Source: an optimization exercise on an open RTL-to-GDS flow (aim: small area, a short achievable clock period and few clock cycles). Production flows keep margins and buffers that such runs may drop.
The RTL was checked by simulation tests, not by an equivalence proof against the original design.
No activity file was given, so power comes from the tool's default toggle rates.

==> flow/design.v <==
`default_nettype none
package bias_pkg;
	typedef logic [(4 * 16)-1:0] ddr_word_t;
	typedef logic signed [16-1:0] bias_t;
	typedef logic signed [20-1:0] bias_out_t;
	typedef logic [4*20-1:0] bias_vec_t;  
	typedef logic [7-1:0] bb_addr_t;
	typedef logic [5-1:0] shift_t;
	typedef logic [8-1:0] word_cnt_t;
	typedef enum logic [1:0] {
		FETCH_IDLE,
		FETCH_PULL,    
		FETCH_WRITE,   
		FETCH_DONE     
	} fetch_state_t;
	typedef enum logic [1:0] {
		READ_IDLE,
		READ_READ,     
		READ_HOLD,     
		READ_DONE      
	} reader_state_t;
endpackage
`default_nettype wire
`timescale 1ns/100ps
`default_nettype none
module bias_fetch (
	input  logic                 clk,
	input  logic                 rst,
	input  logic                 cfg_req,
	input  bias_pkg::word_cnt_t  cfg_count,
	input  bias_pkg::bb_addr_t   cfg_addr,
	output logic                 cfg_ack,
	output logic                 fetch_busy,
	input  logic                 fifo_empty,
	output logic                 fifo_req,
	input  bias_pkg::ddr_word_t  fifo_data,
	output logic                 wr_en,
	output bias_pkg::bb_addr_t   wr_addr,
	output bias_pkg::ddr_word_t  wr_data
);
	bias_pkg::fetch_state_t state, state_next;
	bias_pkg::word_cnt_t cnt_q;  
	bias_pkg::bb_addr_t addr_q;
	always_ff @(posedge clk) begin
		if (rst) begin
			state <= bias_pkg::FETCH_IDLE;
		end else begin
			state <= state_next;
		end
	end
	always_comb begin
		state_next = state;
		case (state)
			bias_pkg::FETCH_IDLE: begin
				if (cfg_req) begin
					if (cfg_count == '0) begin
						state_next = bias_pkg::FETCH_DONE;
					end else begin
						state_next = bias_pkg::FETCH_PULL;
					end
				end
			end
			bias_pkg::FETCH_PULL: begin
				if (!fifo_empty) begin
					state_next = bias_pkg::FETCH_WRITE;
				end
			end
			bias_pkg::FETCH_WRITE: begin
				if (cnt_q == bias_pkg::word_cnt_t'(1)) begin
					state_next = bias_pkg::FETCH_DONE;  
				end else begin
					state_next = bias_pkg::FETCH_PULL;
				end
			end
			bias_pkg::FETCH_DONE: begin
				if (!cfg_req) begin
					state_next = bias_pkg::FETCH_IDLE;
				end
			end
			default: state_next = bias_pkg::FETCH_IDLE;
		endcase
	end
	always_ff @(posedge clk) begin
		if (state == bias_pkg::FETCH_IDLE && cfg_req) begin
			cnt_q  <= cfg_count;
			addr_q <= cfg_addr;
		end else if (state == bias_pkg::FETCH_WRITE) begin
			cnt_q  <= cnt_q - bias_pkg::word_cnt_t'(1);
			addr_q <= addr_q + bias_pkg::bb_addr_t'(1);  
		end
	end
	assign fifo_req = (state == bias_pkg::FETCH_PULL) && !fifo_empty;
	assign wr_en   = (state == bias_pkg::FETCH_WRITE);
	assign wr_addr = addr_q;
	assign wr_data = fifo_data;
	assign cfg_ack    = (state == bias_pkg::FETCH_DONE);
	assign fetch_busy = (state != bias_pkg::FETCH_IDLE);
endmodule
`default_nettype wire
`timescale 1ns/100ps
`default_nettype none
module bias_buffer (
	input  logic                 clk,
	input  logic                 wr_en,
	input  bias_pkg::bb_addr_t   wr_addr,
	input  bias_pkg::ddr_word_t  wr_data,
	input  bias_pkg::bb_addr_t   rd_addr,
	output bias_pkg::ddr_word_t  rd_data
);
	bias_pkg::ddr_word_t mem [(1 << 7)];
	always_ff @(posedge clk) begin
		if (wr_en) begin
			mem[wr_addr] <= wr_data;
		end
	end
	always_ff @(posedge clk) begin
		rd_data <= mem[rd_addr];
	end
endmodule
`default_nettype wire
`timescale 1ns/100ps
`default_nettype none
module bias_reader (
	input  logic                 clk,
	input  logic                 rst,
	input  logic                 rd_req,
	input  bias_pkg::bb_addr_t   rd_addr_in,
	input  bias_pkg::shift_t     rd_shift,
	input  logic                 fetch_busy,  
	output logic                 rd_ack,
	output bias_pkg::bias_vec_t  bias_out,
	output bias_pkg::bb_addr_t   buf_addr,
	input  bias_pkg::ddr_word_t  buf_data
);
	bias_pkg::reader_state_t state, state_next;
	bias_pkg::bb_addr_t addr_q;
	bias_pkg::shift_t shift_q;
	bias_pkg::bias_vec_t scaled;
	bias_pkg::bias_vec_t bias_q;
	logic accept;
	assign accept = (state == bias_pkg::READ_IDLE) && rd_req && !fetch_busy;
	always_ff @(posedge clk) begin
		if (rst) begin
			state <= bias_pkg::READ_IDLE;
		end else begin
			state <= state_next;
		end
	end
	always_comb begin
		state_next = state;
		case (state)
			bias_pkg::READ_IDLE: if (accept) state_next = bias_pkg::READ_READ;
			bias_pkg::READ_READ: state_next = bias_pkg::READ_HOLD;
			bias_pkg::READ_HOLD: state_next = bias_pkg::READ_DONE;
			bias_pkg::READ_DONE: if (!rd_req) state_next = bias_pkg::READ_IDLE;
			default:             state_next = bias_pkg::READ_IDLE;
		endcase
	end
	always_comb begin
		bias_pkg::bias_t lane;
		bias_pkg::bias_out_t ext;
		scaled = '0;
		for (int k = 0; k < 4; k++) begin
			lane = buf_data[k*16 +: 16];
			ext  = bias_pkg::bias_out_t'(lane);
			scaled[k*20 +: 20] = ext << shift_q;
		end
	end
	always_ff @(posedge clk) begin
		if (accept) begin
			addr_q  <= rd_addr_in;
			shift_q <= rd_shift;
		end
		if (state == bias_pkg::READ_HOLD) begin
			bias_q <= scaled;  
		end
	end
	assign buf_addr = addr_q;
	assign rd_ack   = (state == bias_pkg::READ_DONE);
	assign bias_out = bias_q;
endmodule
`default_nettype wire
`timescale 1ns/100ps
`default_nettype none
module bias_path_top (
	input  logic                 clk,
	input  logic                 rst,
	input  logic                 cfg_req,
	input  bias_pkg::word_cnt_t  cfg_count,
	input  bias_pkg::bb_addr_t   cfg_addr,
	output logic                 cfg_ack,
	input  logic                 fifo_empty,
	output logic                 fifo_req,
	input  bias_pkg::ddr_word_t  fifo_data,
	input  logic                 rd_req,
	input  bias_pkg::bb_addr_t   rd_addr,
	input  bias_pkg::shift_t     rd_shift,
	output logic                 rd_ack,
	output bias_pkg::bias_vec_t  bias_out
);
	logic fetch_busy;
	logic wr_en;
	bias_pkg::bb_addr_t wr_addr;
	bias_pkg::ddr_word_t wr_data;
	bias_pkg::bb_addr_t buf_addr;
	bias_pkg::ddr_word_t buf_data;
	bias_fetch fetch0 (
		.clk        (clk),
		.rst        (rst),
		.cfg_req    (cfg_req),
		.cfg_count  (cfg_count),
		.cfg_addr   (cfg_addr),
		.cfg_ack    (cfg_ack),
		.fetch_busy (fetch_busy),
		.fifo_empty (fifo_empty),
		.fifo_req   (fifo_req),
		.fifo_data  (fifo_data),
		.wr_en      (wr_en),
		.wr_addr    (wr_addr),
		.wr_data    (wr_data)
	);
	bias_buffer buffer0 (
		.clk     (clk),
		.wr_en   (wr_en),
		.wr_addr (wr_addr),
		.wr_data (wr_data),
		.rd_addr (buf_addr),
		.rd_data (buf_data)
	);
	bias_reader reader0 (
		.clk        (clk),
		.rst        (rst),
		.rd_req     (rd_req),
		.rd_addr_in (rd_addr),
		.rd_shift   (rd_shift),
		.fetch_busy (fetch_busy),
		.rd_ack     (rd_ack),
		.bias_out   (bias_out),
		.buf_addr   (buf_addr),
		.buf_data   (buf_data)
	);
endmodule
`default_nettype wire
==> flow/run.sh <==
#!/bin/bash
# synth_recipe.tcl (not shown) runs the flow's synth.tcl, then flattens the netlist and writes it again
# the make line also repeats each setting of config.mk as NAME=value (left out here)
make -C /OpenROAD-flow-scripts/flow DESIGN_CONFIG=/design/flow/config.mk WORK_HOME=/design/flow/orfs CLKGATE_MAP_FILE= SYNTH_SCRIPT=/design/flow/synth_recipe.tcl finish
==> flow/config.mk <==
export PLATFORM = sky130hd
export DESIGN_NAME = bias_path_top
export DESIGN_NICKNAME = bias_path_top
export VERILOG_FILES = /design/flow/design.v
export SDC_FILE = /design/flow/constraint.sdc
export NUM_CORES = 4
export LEC_CHECK = 0
export CAP_MARGIN = 20
export CORE_MARGIN = 2
export CORE_UTILIZATION = 40
export SLEW_MARGIN = 20
export SYNTH_MEMORY_MAX_BITS = 16384
==> flow/constraint.sdc <==
create_clock -name core_clock -period 5.5 [get_ports {clk}]
set_input_delay 1.1000 -clock core_clock [delete_from_list [all_inputs] [get_ports {clk}]]
set_output_delay 1.1000 -clock core_clock [all_outputs]
set_load 0.01 [all_outputs]
==> run notes <==
==> registers in the layout (all words and copies together), names as in the netlist <==
| signal | count |
|---|---|
| reader0.state | 2 |
| buffer0.mem | 8192 |
| reader0.addr_q | 7 |
| fetch0.state | 2 |
| fetch0.cnt_q | 8 |
| buffer0.rd_data | 64 |
| reader0.bias_q | 80 |
| fetch0.addr_q | 7 |
| reader0.shift_q | 5 |
==> Yosys cell counts (3+ instances only) <==
| master | instances |
|---|---|
| a22oi_1 | 5 |
| ha_1 | 7 |
| nand2_1 | 71 |
| xnor2_1 | 6 |
| nor2b_1 | 15 |
| mux4_2 | 2739 |
| a211oi_1 | 52 |
| dfxtp_1 | 68 |
| xor2_1 | 5 |
| o21ai_0 | 17 |
| mux2_2 | 72 |
| and3_1 | 34 |
| mux2i_1 | 35 |
| inv_1 | 8 |
| clkbuf_1 | 398 |
| nor2_1 | 175 |
| nand3_1 | 14 |
| o31a_1 | 4 |
| a31oi_1 | 4 |
| buf_1 | 82 |
| buf_6 | 3 |
| o22ai_1 | 5 |
| nor4_1 | 4 |
| o2bb2ai_1 | 4 |
| and2_1 | 6 |
| nor3_1 | 3 |
| a211o_1 | 3 |
| nand2b_1 | 4 |
| buf_2 | 188 |
| o32ai_1 | 9 |
| edfxtp_1 | 8299 |
| a21oi_1 | 23 |
==> path summary, 6_finish.rpt <==
path                         end  slack (ns)  cells after the start
min          buffer0.mem[39][62]        0.19                      1
max          buffer0.rd_data[43]        1.21                      7
min reg2reg     reader0.state[0]        0.53                      2
max reg2reg  buffer0.rd_data[43]        1.21                      7
==> stage by stage <==
step	util (%)	instance area, um^2	cells	total power [mW]	worst slack, ns
after global placement	42.6	338000	22900	92.1	1.19
after CTS	45.8	363000	24400	145	1.16
after global routing	45.8	364000	24400	148	1.10
final	45.8	364000	24500	144	1.21
after floorplan	-	319000	12400	84.2	1.06
after detailed placement	42.6	338000	22900	92.2	1.17
==> routing by layer <==
metal | vias up | share of wire [%] | wire [um]
met5 | - | 0.015 | 137
met4 | 24 | 3.1 | 27900
met3 | 1201 | 8.6 | 76500
met2 | 6854 | 48 | 430000
met1 | 81600 | 40 | 353000
li1 | 56200 | - | -
==> kinds of logic after synthesis <==
kind of cell / after synthesis / synth area share, %
compound gates: 128 / 0.275
xor+xnor: 11 / 0.0302
fa+ha+maj: 7 / 0.0275
buf+inv: 680 / 0.882
flops: 8367 / 78.6
mux: 2846 / 19.7
simple gates: 331 / 0.452
==> power groups by stage <==
stage               combinational [mW]  clock, mW  sequential (mW)
finish                            18.8       53.7             71.9
floorplan                         11.9          0             72.4
global route                      19.7       56.7             71.9
detailed placement                19.1          0             73.1
global placement                  19.0          0             73.1
CTS                               19.1       54.4             71.8
==> layout make-up <==
type / instances / area, um^2
Clock inverter: 455 / 4150
Antenna cell: 76 / 190
Multi-Input combinational cell: 3323 / 66400
Timing Repair Buffer: 694 / 8090
Inverter: 9 / 33.8
Fill cell: 64300 / 430000
Sequential cell: 8367 / 251000
Clock buffer: 1004 / 21100
Tap cell: 10500 / 13200
==> worst register-to-register path, stage by stage (launching register included) <==
cell and delay (ns):
edfxtp_1 0.67, buf_12 0.33, buf_12 0.30, buf_12 0.38, mux4_2 0.76, mux4_2 0.56, mux4_2 0.67, mux2_2 0.47
==> impl_metrics.csv <==
group,metric,value,unit
clock_network,path_clk_slew,0.07,ns
clock_network,worstSkewPairLatency,1.18,ns
setup_path,crit_start,"reader0.addr_q[0]",
min_path,hp-class,"in2reg",
finish,layout_commonest_cell,"edfxtp_1",
setup_path,cp-end-kind,"register",
sta,tightest_slew,1.20,ns
grt,overflow,0,
sta,setup_viol,0,
placement,hpwl,476000,um
setup_path,criticalPathCategory,"reg2reg",
sta,skew,0.0790,ns
sta,relSlewSlack,19.8,%
route,avgRoutedWirePerCell,36.3,um
grt,grt_util_all_layers,21.7,%
route,dr.first_iter.drc_count,20600,
logic_synthesis,ys_seq_elements,8367,
route,wirelength,887000,um
setup_path,cpMaxStageDelayCell,"edfxtp_1",
clock_network,clock_path_buffers,4,
setup_path,max_stage_delay,0.67,ns
floorplan,core_area,793000,um^2
power_and_ir_drop,seq_power_share,49.8,%
setup_path,cp.required,6.53,ns
grt,use_met3,4.05,%
floorplan,die_x,897,um
logic_synthesis,netlist_instances,12400,
grt,antenna_found_initial,51,
grt,grt_use_met2,35.1,%
floorplan,ios,179,
floorplan,std_cell_rows,327,
sta,period_needed,4.29,ns
logic_synthesis,synth_nets,12500,
logic_synthesis,yosysTopAreaCell,"edfxtp_1",
setup_path,path_cells,"buf_12, buf_12, buf_12, mux4_2, mux4_2, mux4_2, mux2_2",
sta,slew_violations,0,
logic_synthesis,yosys.area.top_type_share,78.2,%
clock_network,numCtsBuffers,795,
logic_synthesis,ys_warn_count,3,
grt,met1_usage,30.3,%
logic_synthesis,synthTopCellsByArea,"edfxtp_1 (78%), mux4_2 (19%), clkbuf_1 (0.47%)",
logic_synthesis,synth_edf_count,8299,
route,drc,0,
sta,hold_violations,0,
setup_path,r2r_start,"reader0.addr_q[0]",
clock_network,cts_tree,"yes",
power_and_ir_drop,p_int,109,mW
setup_path,critical_path.max_fanout,60,
clock_network,cts.sinks,8367,
finish,final_layout_size_suffix_gt1_share,33.5,%
logic_synthesis,ys_seq_area_share,78.6,%
power_and_ir_drop,pwr-share-clk,37.2,%
grt,first_global_vias,146000,
sta,finalSetupTns,0,ns
setup_path,arrival,5.32,ns
outcome,outcome,"timing/DRC/antenna clean",
setup_path,crit_family,"multiplexers",
clock_network,post_cts_resized,0,
placement,port_buffers,178,
logic_synthesis,avgSynthCellArea,25.8,um^2
finish,syn_to_final_growth,14.1,%
clock_network,postCtsSetupBuffers,0,
min_path,min-delay-start,"fifo_data[62]",
grt,grt_pass1_wl,1220000,um
sta,rsz0062_at_grt,"false",
logic_synthesis,async_flop_share,0,%
power_and_ir_drop,p_leak,110,nW
sta,whs,0.195,ns
grt,busiest_layer,"met2",
route,first_pass_iters,5,
clock_network,cts-root-buf,"clkbuf_16",
logic_synthesis,synth_cell_type_count,40,
floorplan,chipHeight,897,um
clock_network,cts_hold_buf,0,
grt,grt_max_degree,120,
route,antenna_left,0,
power_and_ir_drop,ir_drop,0.316,mV
placement,place.gp.congestion,0.781,
sta,finalCritPeriodShare,78.0,%
power_and_ir_drop,p_comb_share,13.0,%
logic_synthesis,ys.flop_type,"edfxtp_1",
setup_path,crit_buf_inv,3,
finish,nets,13300,
power_and_ir_drop,power_density,397,nW/um^2
route,viasPerCell,5.96,
logic_synthesis,netlist_area,319000,um^2
clock_network,ctsHtreeMaxLevel,6,
floorplan,die_area,804000,um^2
floorplan,initial_core_util,40.2,%
setup_path,start_kind,"register",
finish,most-common-layout-cells,"edfxtp_1 (8299), mux4_2 (2739), clkbuf_16 (805)",
power_and_ir_drop,p_sw,35.2,mW
route,vias,146000,
run,cap_violations,0,
sta,fmax,0.233,GHz
power_and_ir_drop,p_sw_share,24.4,%
Testbench counts, summed over its fixed seeds: cycles 21,952.

-- port drivers added, routing unchanged --
How much do the figures lean on ideal ports? The routed layout below was timed once more, with nothing changed but the port constraints. Step 1 assumes that a clkbuf_16 drives the clock port and a buf_2 every other input. Step 2 adds t to the input delays and takes it off the output delays; t is the mean of the earliest and latest rising clock arrival at the registers after step 1. Input paths then give back, and output paths get back, about the clock's delay inside the block. Slacks: no drivers / after step 1 / after step 2; pairs: no drivers / after step 1.
t (ns): 1.276
slack for setup (ns): 1.211 / 1.203 / 1.211
hold slack, ns: 0.195 / 0.100 / 0.527
worst register clock-pin slew, ns: 0.07 / 0.07
worst slew at a driven data input, ns: 0.28
After both steps setup and hold are still met in this run. The setup slack of this run moves by -0.008 ns with the drivers and by 0.000 ns with both steps.
